Background: an optimization exercise with open tools, aiming at small area, a short achievable clock period and few clock cycles. Do not read the settings as production practice.
Only simulation tests tie the RTL to the original design; equivalence was not proved.
No activity file was given, so power comes from the tool's default toggle rates.

Setup of rev 12:
## execute_stage_md
module execute_stage_md
#(
  parameter int WIDTH  = 32,
  parameter int RA_W   = 5,
  parameter int CTRL_W = 5
) (
  input  logic              clk,
  input  logic              rst_n,
  input  logic              ValidE,
  input  logic              RegDstE,
  input  logic [1:0]        ALUSrcE,
  input  logic [CTRL_W-1:0] ALUControlE,
  input  logic [4:0]        shamtE,
  input  logic [WIDTH-1:0]  Rd1E,
  input  logic [WIDTH-1:0]  Rd2E,
  input  logic [RA_W-1:0]   RsE,
  input  logic [RA_W-1:0]   RtE,
  input  logic [RA_W-1:0]   RdE,
  input  logic [15:0]       immE,
  input  logic [WIDTH-1:0]  signImmE,
  input  logic [WIDTH-1:0]  ALUOutMIn,
  input  logic [WIDTH-1:0]  ResultW,
  input  logic [1:0]        ForwardAE,
  input  logic [1:0]        ForwardBE,
  output logic [RA_W-1:0]   RsEtoHU,
  output logic [RA_W-1:0]   RtEtoHU,
  output logic              MdStallE,
  output logic              ValidM,
  output logic [WIDTH-1:0]  ALUOutM,
  output logic [WIDTH-1:0]  WriteDataM,
  output logic [RA_W-1:0]   WriteRegM,
  output logic              MdBusy
);
  logic [WIDTH-1:0] src_a, fwd_b, src_b, alu_res, hi, lo, md_sh_val;
  logic [4:0]       md_sh_amt;
  logic             sh_op, sh_free, md_sh;
  logic md_group, md_arith, md_start, wr_hi, wr_lo, unit_busy, md_sh_req;
  assign RsEtoHU = RsE;
  assign RtEtoHU = RtE;
  always_comb begin
    case (ForwardAE)
      exe_pkg::FWD_WB:  src_a = ResultW;
      exe_pkg::FWD_MEM: src_a = ALUOutMIn;
      default: src_a = Rd1E;
    endcase
    case (ForwardBE)
      exe_pkg::FWD_WB:  fwd_b = ResultW;
      exe_pkg::FWD_MEM: fwd_b = ALUOutMIn;
      default: fwd_b = Rd2E;
    endcase
    case (ALUSrcE)
      exe_pkg::SRC_SIMM: src_b = signImmE;
      exe_pkg::SRC_ZIMM: src_b = WIDTH'(immE);
      default:  src_b = fwd_b;
    endcase
  end
  ...
==> flow/config.mk <==
export PLATFORM = sky130hd
export DESIGN_NAME = execute_stage_md
export DESIGN_NICKNAME = execute_stage_md
export VERILOG_FILES = /design/flow/design.v
export SDC_FILE = /design/flow/constraint.sdc
export NUM_CORES = 4
export LEC_CHECK = 0
export CAP_MARGIN = 20
export CORE_MARGIN = 2
export CORE_UTILIZATION = 40
export SETUP_SLACK_MARGIN = 2.0
export SLEW_MARGIN = 20
==> flow/constraint.sdc <==
create_clock -name core_clock -period 8.0 [get_ports {clk}]
set_input_delay 1.6000 -clock core_clock [delete_from_list [all_inputs] [get_ports {clk}]]
set_output_delay 1.6000 -clock core_clock [all_outputs]
set_load 0.01 [all_outputs]
standard.sh (not shown) runs the stock make flow with config.mk's settings and CLKGATE_MAP_FILE= SYNTH_SCRIPT=/design/flow/synth_recipe.tcl, a recipe that flattens the netlist after the stock synthesis.
==> flow/flow/run.sh <==
#!/bin/bash
# Standard ORFS layout (the standard.sh, standard synthesis included),
# except that the port buffers are buf_2 cells (resizable within the buf
# family) instead of the resizer's default pick.
set -euo pipefail
bash standard.sh BUFFER_PORTS_ARGS="-buffer_cell sky130_fd_sc_hd__buf_2" finish > flow_make.log 2>&1
Per the final summary, rev 12 finished and its layout is clean on timing, DRC and antenna.
Testbench counts of rev 12, summed over its fixed seeds: cycles 3,816.
Input changes introduced in rev 13 (baseline for comparison: rev 12):
--- a/flow/design.v
+++ b/flow/design.v
@@ -203,13 +203,12 @@
   end
   always_ff @(posedge clk) begin
     if (start) begin
       is_div <= op[1];
       msgn   <= ~op[1] & ~op[0];
       cnt    <= 5'd7;
-      d      <= op[1] ? b : a;
       hs     <= 1'b0;
       sa     <= st_signed & a[31];
       sb     <= st_signed & b[31];
       nq     <= st_signed & (a[31] ^ b[31]);
       if (!op[1]) begin
         ph  <= P_STEP;
@@ -236,23 +235,21 @@
               bd0 <= booth(lo_r[5], lo_r[4], lo_r[3]);
               bd1 <= booth(lo_r[7], lo_r[6], lo_r[5]);
             end
           end else begin
             hs <= rneg;
             if (!last) begin
-              d   <= {1'b0, d[31:1]};
               bd0 <= rneg ? BD_PLUS : BD_MINUS;
             end else begin
               ph  <= P_RFIN;
               {zacc, ainv} <= dp_ctl(P_RFIN, sa);
               bd0 <= rneg ? (sa ? BD_MINUS : BD_PLUS) : BD_ZERO;
             end
           end
         end
         P_NEGD: begin
-          d   <= msum[31:0];
           ph  <= sa ? P_NEGH : P_SETUP;
           {zacc, ainv} <= dp_ctl(sa ? P_NEGH : P_SETUP, sa);
           bd0 <= BD_ZERO;
         end
         P_NEGH: begin
           ph  <= P_SETUP;
@@ -268,27 +265,39 @@
           end else begin
             ph  <= P_ALIGN;
             {zacc, ainv} <= dp_ctl(P_ALIGN, sa);
           end
         end
         P_ALIGN: if (sh_free) begin
-          d   <= d_al;
           ph  <= P_STEP;
           {zacc, ainv} <= dp_ctl(P_STEP, sa);
           bd0 <= BD_MINUS;
         end
         P_RFIN: begin
-          d   <= lo_r;
           ph  <= P_FIXL;
           {zacc, ainv} <= dp_ctl(P_FIXL, sa);
           bd0 <= BD_MINUS;
         end
         default: ;
       endcase
     end
   end
+  logic [31:0] d_oth;
+  logic        align_go;
+  always_comb begin
+    d_oth = d;
+    if (start)
+      d_oth = op[1] ? b : a;
+    else if (busy_r && is_div) begin
+      if (ph == P_STEP && !last) d_oth = {1'b0, d[31:1]};
+      if (ph == P_NEGD)          d_oth = msum[31:0];
+      if (ph == P_RFIN)          d_oth = lo_r;
+    end
+    align_go = !start && busy_r && is_div && (ph == P_ALIGN) && sh_free;
+  end
+  always_ff @(posedge clk) d <= align_go ? d_al : d_oth;
   assign busy = busy_r;
   assign hi   = hi_r;
   assign lo   = lo_r;
 endmodule
 module execute_stage_md
 #(
@@ -337,17 +346,24 @@
     endcase
     case (ForwardBE)
       exe_pkg::FWD_WB:  fwd_b = ResultW;
       exe_pkg::FWD_MEM: fwd_b = ALUOutMIn;
       default: fwd_b = Rd2E;
     endcase
-    case (ALUSrcE)
-      exe_pkg::SRC_SIMM: src_b = signImmE;
-      exe_pkg::SRC_ZIMM: src_b = WIDTH'(immE);
-      default:  src_b = fwd_b;
-    endcase
+  end
+  always_comb begin
+    logic use_f, sel_rd, sel_wb, sel_mem, sel_s, sel_z;
+    use_f   = (ALUSrcE == 2'b00) || (ALUSrcE == 2'b11);
+    sel_s   = (ALUSrcE == exe_pkg::SRC_SIMM);
+    sel_z   = (ALUSrcE == exe_pkg::SRC_ZIMM);
+    sel_wb  = use_f && (ForwardBE == exe_pkg::FWD_WB);
+    sel_mem = use_f && (ForwardBE == exe_pkg::FWD_MEM);
+    sel_rd  = use_f && !(ForwardBE == exe_pkg::FWD_WB) && !(ForwardBE == exe_pkg::FWD_MEM);
+    src_b = ({WIDTH{sel_rd}}  & Rd2E)      | ({WIDTH{sel_wb}} & ResultW) |
+            ({WIDTH{sel_mem}} & ALUOutMIn) | ({WIDTH{sel_s}}  & signImmE) |
+            ({WIDTH{sel_z}}   & WIDTH'(immE));
   end
   logic        sub, shl, sra;
   logic [4:0]  shamt;
   logic [32:0] addr;
   logic [31:0] sh_in, sh_out, sh_rev;
   logic        lt_s, lt_u;
## What came out
Between rev 13 and rev 12, final cell count without fillers is higher for rev 12, rev 13 comes in under that. Rev 13 ended up with flop to flop as its kind of critical path; rev 12 ended up with primary input to flop. The portion of the layout cell area used by clock cells of rev 13 exceeds that of rev 12 by 0.16 points. Rev 13 has number of non-clock buffers above what rev 12 had. From rev 12 to rev 13 the numbers moved as follows: part of the power in the clock network went down by 1.8 points; post-route fraction of the period consumed by the critical path went down by 3.3 points; met3 layer usage reported by global route went up by 2.1 points; die area went down by 2000 um^2; number of well-tap cells placed went down by 2.2%. In the reports for rev 13 and rev 12, the larger proportion of synthesized area in mux cells belongs to rev 13. | number of nets in the layout | higher: rev 12 |. Between rev 13 and rev 12, the difference in fraction of the mapped netlist area in simple logic gates is negligible. Looking at net count after synthesis, rev 13 sits below rev 12.
Testbench counts of rev 13, summed over its fixed seeds: cycles 3,816.

re-timing with driven ports:
Ports are ideal in the flow. The routed layouts listed here were re-timed in OpenROAD.
Step 1 assumes that a clkbuf_16 drives the clock port and a buf_2 every other input.
Step 2, shift: input delay + t, output delay - t, t = (earliest + latest rising clock arrival at the registers) / 2. This alone moves slack from input paths to output paths.
Three values: no drivers, after step 1, after step 2; two values: the first two.
run	t, ns	setup WS [ns]	worst data-port slew with drivers (ns)
rev 12	0.575	1.865 / 1.906 / 1.331	0.08
rev 13	0.568	2.127 / 2.127 / 1.603	0.07
After both steps setup and hold are still met in every run listed. For rev 12, which loses most, drivers alone change the setup slack by +0.041 ns; drivers and shift together by -0.534 ns.
